From an optimization exercise on the open Yosys and OpenROAD flow, aimed at small area, a short achievable clock period and few clock cycles; shortcuts taken in it are not production practice.
At most, simulation tests tie the RTL to the original design; equivalence was not proved.
No activity file was given, so power comes from the tool's default toggle rates.

## run A
Design aesKeyExpansionApb, start of the top module:
module aesKeyExpansionApb (
    input  logic                 clk,
    input  logic                 reset,
    input  logic                 psel,
    input  logic                 penable,
    input  logic                 pwrite,
    input  logic [aesKeyPkg::addrWidth-1:0] paddr,
    input  logic [aesKeyPkg::wordWidth-1:0] pwdata,
    output logic [aesKeyPkg::wordWidth-1:0] prdata,
    output logic                 pready,
    output logic                 pslverr
);
Settings: LEC_CHECK=0, CAP_MARGIN=20, CORE_MARGIN=2, CORE_UTILIZATION=40, CTS_BUF_LIST=sky130_fd_sc_hd__clkbuf_8, CTS_CLUSTER_DIAMETER=60, CTS_CLUSTER_SIZE=16, SETUP_SLACK_MARGIN=5.0, SLEW_MARGIN=20; clock period 8.0 ns.
run.sh (not shown) runs the stock make flow with config.mk's settings and CLKGATE_MAP_FILE= SYNTH_SCRIPT=/design/flow/synth_recipe.tcl, a recipe that flattens the netlist after the stock synthesis.
Run A | status: complete | timing, DRC, antenna: pass
Input changes introduced in run B (baseline for comparison: run A):
diff --git a/flow/config.mk b/flow/config.mk
--- a/flow/config.mk
+++ b/flow/config.mk
@@ -10,6 +10,3 @@
 export CORE_UTILIZATION = 40
-export CTS_BUF_LIST = sky130_fd_sc_hd__clkbuf_8
-export CTS_CLUSTER_DIAMETER = 60
-export CTS_CLUSTER_SIZE = 16
-export SETUP_SLACK_MARGIN = 5.0
+export SETUP_SLACK_MARGIN = 4.5
 export SLEW_MARGIN = 20
==> run notes <==
- Reported for run A and run B, total global routing overflow turned out identical to the last digit.
- Looking at the reports, run B completed the entire flow and the layout it produced met the timing, design-rule and antenna checks.
- [compare] base=run A new=run B: minimum setup slack in the final design shrank by 0.49 ns, wire length went down by about 5.6%.
- Run B against run A: power density of the placed cells rose by about 6.5%, utilization decreased by 1.1 points relative to the old numbers, power consumed by combinational cells decreased by about 10% relative to the old numbers, share of cell area taken by multi-input logic gates went down 0.56 points.
- Run B vs run A: cell count down by a few percent
--- input diff run B..run C ---
diff --git a/flow/config.mk b/flow/config.mk
--- a/flow/config.mk
+++ b/flow/config.mk
@@ -10,3 +10,3 @@
 export CORE_UTILIZATION = 40
-export SETUP_SLACK_MARGIN = 4.5
+export SETUP_SLACK_MARGIN = 5.0
 export SLEW_MARGIN = 20
- Setup slack: run C more than run B
- Between run C and run B, the maximum number of pins on one net before global-route repair is lower for run B.
- Run C vs run B, area overhead of the layout relative to synthesis went up by 5.7 points.
- Worst hold slack came out lower on run C than on run B.
Function was not checked in any run of this note: the RTL went through the layout flow alone.

* * *

Setup of cedar:
aesKeyExpansionApb, a different RTL version from the one above (not shown whole).
Size in the first run: ~1700 cells after synthesis, ~83 I/O pins.
==> flow/config.mk <==
export PLATFORM = sky130hd
export DESIGN_NAME = aesKeyExpansionApb
export DESIGN_NICKNAME = aesKeyExpansionApb
export VERILOG_FILES = /design/flow/design.v
export SDC_FILE = /design/flow/constraint.sdc
export NUM_CORES = 4
export LEC_CHECK = 0
export CAP_MARGIN = 20
export CORE_MARGIN = 2
export CORE_UTILIZATION = 65
export PLACE_DENSITY = 0.75
export SLEW_MARGIN = 20
==> flow/constraint.sdc <==
create_clock -name core_clock -period 8.0 [get_ports {clk}]
set_input_delay 1.6000 -clock core_clock [delete_from_list [all_inputs] [get_ports {clk}]]
set_output_delay 1.6000 -clock core_clock [all_outputs]
set_load 0.01 [all_outputs]
#### Input delta (pepper over cedar)
# cedar
export LEC_CHECK = 0
export CAP_MARGIN = 20
export CORE_MARGIN = 2
export CORE_UTILIZATION = 65
export PLACE_DENSITY = 0.75
export SLEW_MARGIN = 20
create_clock -name core_clock -period 8.0 [get_ports {clk}]
# pepper
export LEC_CHECK = 0
export CAP_MARGIN = 20
export CORE_MARGIN = 2
export CORE_UTILIZATION = 40
export SLEW_MARGIN = 20
create_clock -name core_clock -period 8.0 [get_ports {clk}]
Clock-cell share of area of cedar is on par with pepper. The wire length in pepper sits 7.8% above the value recorded for cedar. NOTE: buffers plus inverters on the worst setup path in pepper falls short of that of cedar. pepper: flow completed, timing, DRC and antenna clean.
[inputs] xenon vs pepper
# pepper
export LEC_CHECK = 0
export CAP_MARGIN = 20
export CORE_MARGIN = 2
export CORE_UTILIZATION = 40
export SLEW_MARGIN = 20
create_clock -name core_clock -period 8.0 [get_ports {clk}]
# xenon
export LEC_CHECK = 0
export CAP_MARGIN = 20
export CORE_MARGIN = 2
export CORE_UTILIZATION = 40
export SETUP_SLACK_MARGIN = 4.5
export SLEW_MARGIN = 20
create_clock -name core_clock -period 8.0 [get_ports {clk}]
Findings:
Compared with pepper, xenon shows a higher post-detailed-route via-to-cell ratio.
Design area grows by a little under 10% when moving from pepper to xenon.
Diff pepper -> xenon | transition at the pin with the smallest max-transition slack | decrease of 0.065 ns
> inputs changed (xenon -> tundra)
# xenon
export LEC_CHECK = 0
export CAP_MARGIN = 20
export CORE_MARGIN = 2
export CORE_UTILIZATION = 40
export SETUP_SLACK_MARGIN = 4.5
export SLEW_MARGIN = 20
create_clock -name core_clock -period 8.0 [get_ports {clk}]
# tundra
export LEC_CHECK = 0
export CAP_MARGIN = 20
export CORE_MARGIN = 2
export CORE_UTILIZATION = 40
export SETUP_SLACK_MARGIN = 3.5
export SLEW_MARGIN = 20
create_clock -name core_clock -period 8.0 [get_ports {clk}]
--- outcome ---
The flow did not stop early for tundra: all stages ran, and the layout cleared the timing, design-rule and antenna checks.
Worst setup path startpoint: selKey[3] -> xenon, paddr[7] -> tundra
Status: combined flip-flop and latch cell area parity (tundra, xenon)
Changes observed in tundra relative to xenon: routed wire length moved down; first-pass GRT wire length saw a decrease; post-route worst hold slack went up 0.0076 ns; proportion of power drawn by the clock network fell by 1.5 points.
Of tundra and xenon, tundra shows the higher largest net degree at the start of global routing, with xenon below it.
met1 wire length went down by more than 10% going from xenon to tundra.
Compared with xenon, tundra shows via count of the first global-routing pass lower by 940.
Function was not checked in any run of this note: the RTL went through the layout flow alone.

* * *

## job 3372
aesKeyExpansionApb, a different RTL version from the one above (not shown whole).
For scale: about 380 flip-flops, ~83 I/O pins, about 0.019 mm² of cells after synthesis.
export LEC_CHECK = 0
export ABC_AREA = 1
export CAP_MARGIN = 20
export CORE_MARGIN = 2
export CORE_UTILIZATION = 55
export CTS_BUF_LIST = sky130_fd_sc_hd__clkbuf_8
export CTS_CLUSTER_DIAMETER = 60
export CTS_CLUSTER_SIZE = 16
export PLACE_DENSITY = 0.66
export SLEW_MARGIN = 20
create_clock -name core_clock -period 8.0 [get_ports {clk}]
standard.sh (not shown) runs the stock make flow with config.mk's settings and CLKGATE_MAP_FILE= SYNTH_SCRIPT=/design/flow/synth_recipe.tcl, a recipe that flattens the netlist after the stock synthesis.
==> flow/flow/run.sh <==
#!/bin/bash
# Layout flow: the standard ORFS flow (standard.sh, with the standard
# synthesis unchanged and the settings of config.mk), except that the port
# buffers every input and output gets are the plain buffer named in
# flow/port_buffer.txt, and timing repair aims for the setup margin in
# flow/margin.txt. The full make output goes to flow_make.log here.
set -euo pipefail
BUF=$(cat flow/port_buffer.txt)
MARGIN=$(cat flow/margin.txt)
bash standard.sh "BUFFER_PORTS_ARGS=-buffer_cell $BUF" "SETUP_SLACK_MARGIN=$MARGIN" finish > flow_make.log 2>&1
==> flow/flow/margin.txt <==
5.25
==> flow/flow/port_buffer.txt <==
sky130_fd_sc_hd__buf_1
Job 3372 went all the way through synthesis, placement and routing and the layout is clean on timing, DRC and antenna.
Testbench counts of job 3372, summed over its fixed seeds: cycles 18,048.
### job 3372 -> job 6157
Settings: SETUP_SLACK_MARGIN now 5.0, previously not set.
==> flow/flow/run.sh <==
#!/bin/bash
# Layout flow: the standard ORFS flow (standard.sh, with the standard
# synthesis unchanged and the settings of config.mk), except that the port
# buffers every input and output gets are the plain buffer named in
# flow/port_buffer.txt. The full make output goes to flow_make.log here.
set -euo pipefail
BUF=$(cat flow/port_buffer.txt)
bash standard.sh "BUFFER_PORTS_ARGS=-buffer_cell $BUF" finish > flow_make.log 2>&1
removed: flow/flow/margin.txt
Notes after the runs:
Going from job 3372 to job 6157, power saw little to no change, clock network latency to the later pin of the worst-skew pair saw a decrease, placer congestion estimate saw a decrease.
The startpoint of the worst setup timing path comes out paddr[3] in one run and errReg in the other, namely in job 6157 and job 3372 respectively.
Delta (job 6157 minus job 3372): residual DRC count did not really move; layout buffering overhead excluding clock cells lower; setup slack of the critical path after layout shows a reduction of 0.13 ns; final critical path time including I/O delays and setup increased by 0.13 ns relative to the old numbers.
Changes in job 9302 relative to job 6157:
Settings: SETUP_SLACK_MARGIN removed (was 5.0); CAP_MARGIN changed from 20 to 5; SLEW_MARGIN changed from 20 to 5.
==> flow/flow/run.sh <==
#!/bin/bash
# Layout flow: the standard ORFS flow (standard.sh, with the standard
# synthesis unchanged and the settings of config.mk), except that the port
# buffers every input and output gets are the plain buffer named in
# flow/port_buffer.txt, and timing repair aims for the setup margin in
# flow/margin.txt. The full make output goes to flow_make.log here.
set -euo pipefail
BUF=$(cat flow/port_buffer.txt)
MARGIN=$(cat flow/margin.txt)
bash standard.sh "BUFFER_PORTS_ARGS=-buffer_cell $BUF" "SETUP_SLACK_MARGIN=$MARGIN" finish > flow_make.log 2>&1
==> flow/flow/margin.txt (new file) <==
5.15
==> comparison <==
Job 9302 vs. job 6157: final cell count saw little to no change; routability-driven placement congestion ratio essentially unchanged; met1 global-route usage rose 0.59 points. The switching power in job 9302 sits 41 µW above the value recorded for job 6157. Job 9302 gives less via count than job 6157 did. Per the comparison of job 9302 with job 6157, power after layout shrank by 0.61%, setup slack of the critical path after layout up 0.065 ns, count of cell instances traversed by the critical path shows a reduction of 7, area added between synthesis and finish -0.45 points. | number of buffers created by CTS | job 9302 vs job 6157 | 1 lower |.
The inputs of job 3834 differ from those of job 9302 as listed below.
Settings: a change of CAP_MARGIN from 5 to 20; an added GPL_ROUTABILITY_DRIVEN of 0; a change of SLEW_MARGIN from 5 to 20.
==> comparison <==
Between job 9302 and job 3834, the peak per-stage delay on the critical path is lower for job 9302. Delta(total design power, job 3834 - job 9302) < 0. Taking job 9302 as the reference, in job 3834 clock share of power went down 1.1 points; relative contribution of combinational cells to total power went up 0.7 points.
Edits applied to the flow inputs when going from job 3834 to job 4494:
Settings: a change of CTS_CLUSTER_DIAMETER from 60 to 40; a change of CTS_CLUSTER_SIZE from 16 to 10; a change of CTS_BUF_LIST from sky130_fd_sc_hd__clkbuf_8 to sky130_fd_sc_hd__clkbuf_4; a deleted GPL_ROUTABILITY_DRIVEN that had been 0.
==> run notes <==
Job 4494: flow completed, timing, DRC and antenna clean. On total via count in the routed design, the lower figure sits with job 3834, not job 4494. Initial antenna violation count: job 4494 > job 3834. Net switching fraction of the power: job 4494 < job 3834. Job 3834 ended up with sky130_fd_sc_hd__nand2_4 as its cell at the slowest stage of the critical path; job 4494 ended up with sky130_fd_sc_hd__edfxtp_1. Measured against each other, job 4494 and job 3834 differ in total of fill cells in the finished design, the higher figure coming from job 3834. NOTE: post-route cell area in job 4494 exceeds that of job 3834. [job 4494] number of global-route vias before repair rose 404 relative to job 3834. Job 4494 vs. job 3834: post-cts resize count went up by 84. Global-route usage: lower on job 3834. Job 4494 vs job 3834 on non-clock buffer count in the final layout: job 4494 is the lower one. On count of multi-input gates, job 3834 tracks job 4494 almost exactly. Looking at worst path setup slack after routing, job 4494 sits 0.13 ns lower than job 3834 does.
Edits applied to the flow inputs when going from job 4494 to job 7963:
Settings: changing CTS_CLUSTER_SIZE from 10 to 16; changing CTS_CLUSTER_DIAMETER from 40 to 60; changing CTS_BUF_LIST from sky130_fd_sc_hd__clkbuf_4 to sky130_fd_sc_hd__clkbuf_8.
| combinational power | job 7963 vs job 4494 | ≈ equal |. Number of synthesized register bits came out exactly the same in job 4494 and job 7963. The switching power of the nets reported for job 7963 is smaller than that of job 4494 by about 2.3%. Layout filler cell count ends up lower on job 4494. Job 7963 against job 4494: critical path depth saw an increase, total power per unit cell area dropped 6.1 mW/mm², clock skew has decreased, utilization after layout decreased 1.2 points, cell area moved down.

* * *

== job 4137 ==
aesKeyExpansionApb, a different RTL version from the one above (not shown whole).
For scale: about 2,100 cells after synthesis, about 370 flip-flops.
// aesKeyExpansionApb
module aesKeyExpansionApb (
    input  logic                 clk,
    input  logic                 reset,
    input  logic                 psel,
    input  logic                 penable,
    input  logic                 pwrite,
    input  logic [aesKeyPkg::addrWidth-1:0] paddr,
    input  logic [aesKeyPkg::wordWidth-1:0] pwdata,
    output logic [aesKeyPkg::wordWidth-1:0] prdata,
    output logic                 pready,
    output logic                 pslverr
);
    logic       setup;
    logic       isKey;
    logic       isCtrl;
    logic       isStatus;
    logic       isRk;
    logic       rkPage;
    logic       rkValid;
    logic       rkRead;
    logic       errIn;
    logic [3:0] tgtIn;
    assign setup = psel & ~penable;
    assign isKey = (paddr[11:4] == 8'h00) & (paddr[1:0] == 2'b00);
    assign isCtrl = (paddr == aesKeyPkg::ctrlAddr);
    assign isStatus = (paddr == aesKeyPkg::statusAddr);
    assign isRk = (paddr[11:8] != 4'h0);
    assign rkPage = (paddr[11:8] == 4'h1);
    assign tgtIn = paddr[7:4];
    assign rkValid = rkPage & (tgtIn <= 4'd10);
    assign rkRead = ~pwrite & rkValid;
  ...
clock: 8.0 ns
lec_check: 0
abc_area: 1
cap_margin: 20
core_margin: 2
core_utilization: 40
cts_buf_list: sky130_fd_sc_hd__clkbuf_8
cts_cluster_diameter: 60
cts_cluster_size: 16
slew_margin: 20
==> flow/flow/run.sh <==
#!/bin/bash
# Layout flow: the standard ORFS flow (standard.sh, with the standard
# synthesis unchanged and the settings of config.mk), except that the port
# buffers every input and output gets are the plain buffer named in
# flow/port_buffer.txt, and timing repair aims for the setup margin in
# flow/margin.txt. The full make output goes to flow_make.log here.
set -euo pipefail
BUF=$(cat flow/port_buffer.txt)
MARGIN=$(cat flow/margin.txt)
bash standard.sh "BUFFER_PORTS_ARGS=-buffer_cell $BUF" "SETUP_SLACK_MARGIN=$MARGIN" finish > flow_make.log 2>&1
==> flow/flow/margin.txt <==
5.15
Scripts as last shown in full above: flow/flow/port_buffer.txt
Testbench counts of job 4137, summed over its fixed seeds: cycles 18,048.
diff inputs: job 4137 => job 3869
- an added SETUP_SLACK_MARGIN of 5.0
- an added PLACE_DENSITY of 0.66
- a change of CORE_UTILIZATION from 40 to 55
==> flow/flow/run.sh <==
#!/bin/bash
# Layout flow: the standard ORFS flow (standard.sh, with the standard
# synthesis unchanged and the settings of config.mk), except that the port
# buffers every input and output gets are the plain buffer named in
# flow/port_buffer.txt. The full make output goes to flow_make.log here.
set -euo pipefail
BUF=$(cat flow/port_buffer.txt)
bash standard.sh "BUFFER_PORTS_ARGS=-buffer_cell $BUF" finish > flow_make.log 2>&1
removed: flow/flow/margin.txt
[summary]
Number of logic inverters in the finished layout (job 3869 over job 4137): increase, 0.34%. Taking job 4137 as the reference point, the clock skew of job 3869 rises by 0.024 ns. In the metrics for job 3869 and job 4137, the one carrying the higher final non-filler cell area is job 4137. The x dimension of the die in job 3869 sits about 14% below the value recorded for job 4137. Summary of the comparison: combinational logic power is lower in job 3869, relative to job 4137.

* * *

job 9817:
aesKeyExpansionApb again, from the RTL that the note above started with.
==> flow/design.v (excerpt) <==
module aesKeyExpansionApb (
    input  logic                 clk,
    input  logic                 reset,
    input  logic                 psel,
    input  logic                 penable,
    input  logic                 pwrite,
    input  logic [aesKeyPkg::addrWidth-1:0] paddr,
    input  logic [aesKeyPkg::wordWidth-1:0] pwdata,
    output logic [aesKeyPkg::wordWidth-1:0] prdata,
    output logic                 pready,
    output logic                 pslverr
);
Settings: LEC_CHECK=0, ABC_AREA=1, CAP_MARGIN=20, CORE_MARGIN=2, CORE_UTILIZATION=40, CTS_BUF_LIST=sky130_fd_sc_hd__clkbuf_8, CTS_CLUSTER_DIAMETER=60, CTS_CLUSTER_SIZE=16, SETUP_SLACK_MARGIN=5.0, SLEW_MARGIN=20; clock period 8.0 ns.
==> flow/flow/run.sh <==
#!/bin/bash
# Layout flow: the standard ORFS flow (standard.sh, with the standard
# synthesis unchanged and the settings of config.mk), except that the port
# buffers every input and output gets are the plain buffer named in
# flow/port_buffer.txt. The full make output goes to flow_make.log here.
set -euo pipefail
BUF=$(cat flow/port_buffer.txt)
bash standard.sh "BUFFER_PORTS_ARGS=-buffer_cell $BUF" finish > flow_make.log 2>&1
Scripts as last shown in full above: flow/flow/port_buffer.txt
Testbench counts of job 9817, summed over its fixed seeds: cycles 18,048.
#### Input delta (job 4025 over job 9817)
Settings: setting PLACE_DENSITY to 0.66 for the first time; setting TNS_END_PERCENT to 10 for the first time; changing CORE_UTILIZATION from 40 to 55.
==> run notes <==
- Later-pin clock latency in the skew report (job 4025 over job 9817): increase, 0.02 ns
- On area added between synthesis and finish, the lower figure sits with job 4025, not job 9817.
- Register-to-register slack: job 4025 vs job 9817 down 0.11 ns
--- input diff job 4025..job 4171 ---
Settings: a deleted ABC_AREA that had been 1; a deleted TNS_END_PERCENT that had been 10; a deleted PLACE_DENSITY that had been 0.66; a change of CORE_UTILIZATION from 55 to 40.
==> flow/run.sh (new file) <==
#!/bin/bash
# synth_recipe.tcl (not shown) runs the flow's synth.tcl, then flattens the netlist and writes it again
# the make line also repeats each setting of config.mk as NAME=value (left out here)
make -C /OpenROAD-flow-scripts/flow DESIGN_CONFIG=/design/flow/config.mk WORK_HOME=/design/flow/orfs CLKGATE_MAP_FILE= SYNTH_SCRIPT=/design/flow/synth_recipe.tcl finish
removed: flow/flow/run.sh
removed: flow/flow/port_buffer.txt
removed: flow/standard.sh
Between job 4025 and job 4171, the difference in number of slew-limit violations in the final report is negligible. Between job 4025 and job 4171, the flow reports total core area increasing by more than a quarter. Changes observed in job 4171 relative to job 4025: top achievable clock speed grew by about 2.4%, fraction of power consumed by combinational cells shrank by 29 points, clock transition time at the flip-flop clock pins of the worst setup and hold paths held steady. The final cell count reported for job 4171 is smaller than that of job 4025 by about 7%.
Modified inputs, job 9101 compared to job 4171
Settings: clearing SETUP_SLACK_MARGIN, which used to be 5.0.
==> flow/flow/run.sh (new file) <==
#!/bin/bash
# Layout flow: the standard ORFS flow (standard.sh, with the standard
# synthesis unchanged and the settings of config.mk), except that the port
# buffers every input and output gets are the plain buffer named in
# flow/port_buffer.txt, and timing repair aims for the setup margin in
# flow/margin.txt. The full make output goes to flow_make.log here.
set -euo pipefail
BUF=$(cat flow/port_buffer.txt)
MARGIN=$(cat flow/margin.txt)
bash standard.sh "BUFFER_PORTS_ARGS=-buffer_cell $BUF" "SETUP_SLACK_MARGIN=$MARGIN" finish > flow_make.log 2>&1
==> flow/flow/margin.txt (new file) <==
5.3
==> flow/flow/port_buffer.txt (new file) <==
sky130_fd_sc_hd__buf_1
==> flow/standard.sh (new file) <==
#!/bin/bash
# synth_recipe.tcl (not shown) runs the flow's synth.tcl, then flattens the netlist and writes it again
# the make line also repeats each setting of config.mk as NAME=value (left out here)
make -C /OpenROAD-flow-scripts/flow DESIGN_CONFIG=/design/flow/config.mk WORK_HOME=/design/flow/orfs CLKGATE_MAP_FILE= SYNTH_SCRIPT=/design/flow/synth_recipe.tcl "${@:-finish}"
removed: flow/run.sh
Findings:
Comparing the two runs side by side, job 9101 comes out behind job 4171 on wire length of the first global-routing pass.
Total negative slack across job 4171 and job 9101: no real change.
Compared job 9101 vs job 4171, and post-layout minimum cycle time is down in job 9101.
Modified inputs, job 4162 compared to job 9101
Settings: ABC_AREA newly set to 1; SETUP_SLACK_MARGIN newly set to 5.0.
==> flow/run.sh (new file) <==
#!/bin/bash
# synth_recipe.tcl (not shown) runs the flow's synth.tcl, then flattens the netlist and writes it again
# the make line also repeats each setting of config.mk as NAME=value (left out here)
make -C /OpenROAD-flow-scripts/flow DESIGN_CONFIG=/design/flow/config.mk WORK_HOME=/design/flow/orfs CLKGATE_MAP_FILE= SYNTH_SCRIPT=/design/flow/synth_recipe.tcl finish
removed: flow/flow/run.sh
removed: flow/flow/margin.txt
removed: flow/flow/port_buffer.txt
removed: flow/standard.sh
## What came out
a21o_4 as the highest-delay cell along the critical path was reported by job 9101, and dfxtp_1 by job 4162.
Via count of the first global-routing pass: job 9101 and job 4162 compared, higher one is job 4162
Summary of job 4162 over job 9101: areal power density over the cells +73%; clock-buffer cell count -about 5%; post-layout total power +2.0 mW.
What job 2302 does differently from job 4162 at the input level:
Settings: ABC_AREA: 1 -> unset.
==> flow/flow/run.sh (new file) <==
#!/bin/bash
# Layout flow: the standard ORFS flow (standard.sh, with the standard
# synthesis unchanged and the settings of config.mk), except that the port
# buffers every input and output gets are the plain buffer named in
# flow/port_buffer.txt. The full make output goes to flow_make.log here.
set -euo pipefail
BUF=$(cat flow/port_buffer.txt)
bash standard.sh "BUFFER_PORTS_ARGS=-buffer_cell $BUF" finish > flow_make.log 2>&1
==> flow/flow/port_buffer.txt (new file) <==
sky130_fd_sc_hd__buf_1
==> flow/standard.sh (new file) <==
#!/bin/bash
# synth_recipe.tcl (not shown) runs the flow's synth.tcl, then flattens the netlist and writes it again
# the make line also repeats each setting of config.mk as NAME=value (left out here)
make -C /OpenROAD-flow-scripts/flow DESIGN_CONFIG=/design/flow/config.mk WORK_HOME=/design/flow/orfs CLKGATE_MAP_FILE= SYNTH_SCRIPT=/design/flow/synth_recipe.tcl "${@:-finish}"
removed: flow/run.sh
## What came out
Of job 2302 and job 4162, it is job 2302 that has the higher standard cell core area.
Looking at job 4162 and job 2302, the setup slack is a wash.
Compared with job 4162, in job 2302 routed wire length -about 12%, detailed-route wire length on metal 1 -about 4%, final total power -38%, proportion of register bits with asynchronous set or reset after synthesis ~0 delta.
Where maximum VDD drop is concerned, job 4162 is outperformed by job 2302.

==> static timing again, ports no longer ideal <==
In the flow no input, the clock included, has a driving cell. The finished layouts below were timed again as built, in two steps.
Step 1 (the two cells are an assumption about what drives the block):
set clk [get_ports {clk}]
set_driving_cell -lib_cell sky130_fd_sc_hd__clkbuf_16 $clk
set_driving_cell -lib_cell sky130_fd_sc_hd__buf_2 [delete_from_list [all_inputs] $clk]
Step 2 adds t to the input delays and takes it off the output delays; t is the mean of the earliest and latest rising clock arrival at the registers after step 1. Input paths then give back, and output paths get back, about the clock's delay inside the block.
a / b / c = ideal / step 1 / step 2; a / b = the first two.
run	t, ns	setup slack, ns	latest minus earliest clock arrival (ns)	cell pins on the clock port's net
run A	0.674	4.996 / 4.996 / 4.439	0.032 / 0.032	1
run B	0.616	4.506 / 4.506 / 3.987	0.020 / 0.020	1
run C	0.621	5.023 / 5.023 / 4.473	0.020 / 0.020	1
cedar	0.575	3.248 / 3.280 / 2.705	0.014 / 0.013	1
pepper	0.605	3.452 / 3.485 / 2.880	0.026 / 0.026	1
xenon	0.620	4.363 / 4.306 / 4.064	0.032 / 0.032	1
tundra	0.599	3.524 / 3.558 / 2.960	0.024 / 0.023	1
job 3372	0.684	5.243 / 5.192 / 4.608	0.030 / 0.030	1
job 6157	0.621	5.114 / 5.069 / 4.448	0.042 / 0.042	1
job 9302	0.617	5.179 / 5.130 / 4.639	0.032 / 0.032	1
job 3834	0.604	5.227 / 5.193 / 4.649	0.036 / 0.036	1
job 4494	0.849	5.094 / 5.048 / 4.361	0.067 / 0.067	1
job 7963	0.604	5.227 / 5.193 / 4.649	0.036 / 0.036	1
job 4137	0.712	5.162 / 5.109 / 4.454	0.037 / 0.037	1
job 3869	0.693	5.089 / 5.089 / 4.426	0.061 / 0.061	1
job 9817	0.670	5.049 / 5.038 / 4.367	0.039 / 0.039	1
job 4025	0.695	4.984 / 5.006 / 4.311	0.024 / 0.024	1
job 4171	0.652	5.053 / 5.038 / 4.421	0.042 / 0.042	1
job 9101	0.659	5.102 / 5.109 / 4.451	0.035 / 0.035	1
job 4162	0.716	5.032 / 4.979 / 4.351	0.029 / 0.029	1
job 2302	0.657	5.031 / 5.042 / 4.401	0.045 / 0.044	1
After both steps every run listed still meets setup and hold. For job 4494, which loses most, drivers alone change the setup slack by -0.046 ns; drivers and shift together by -0.733 ns.
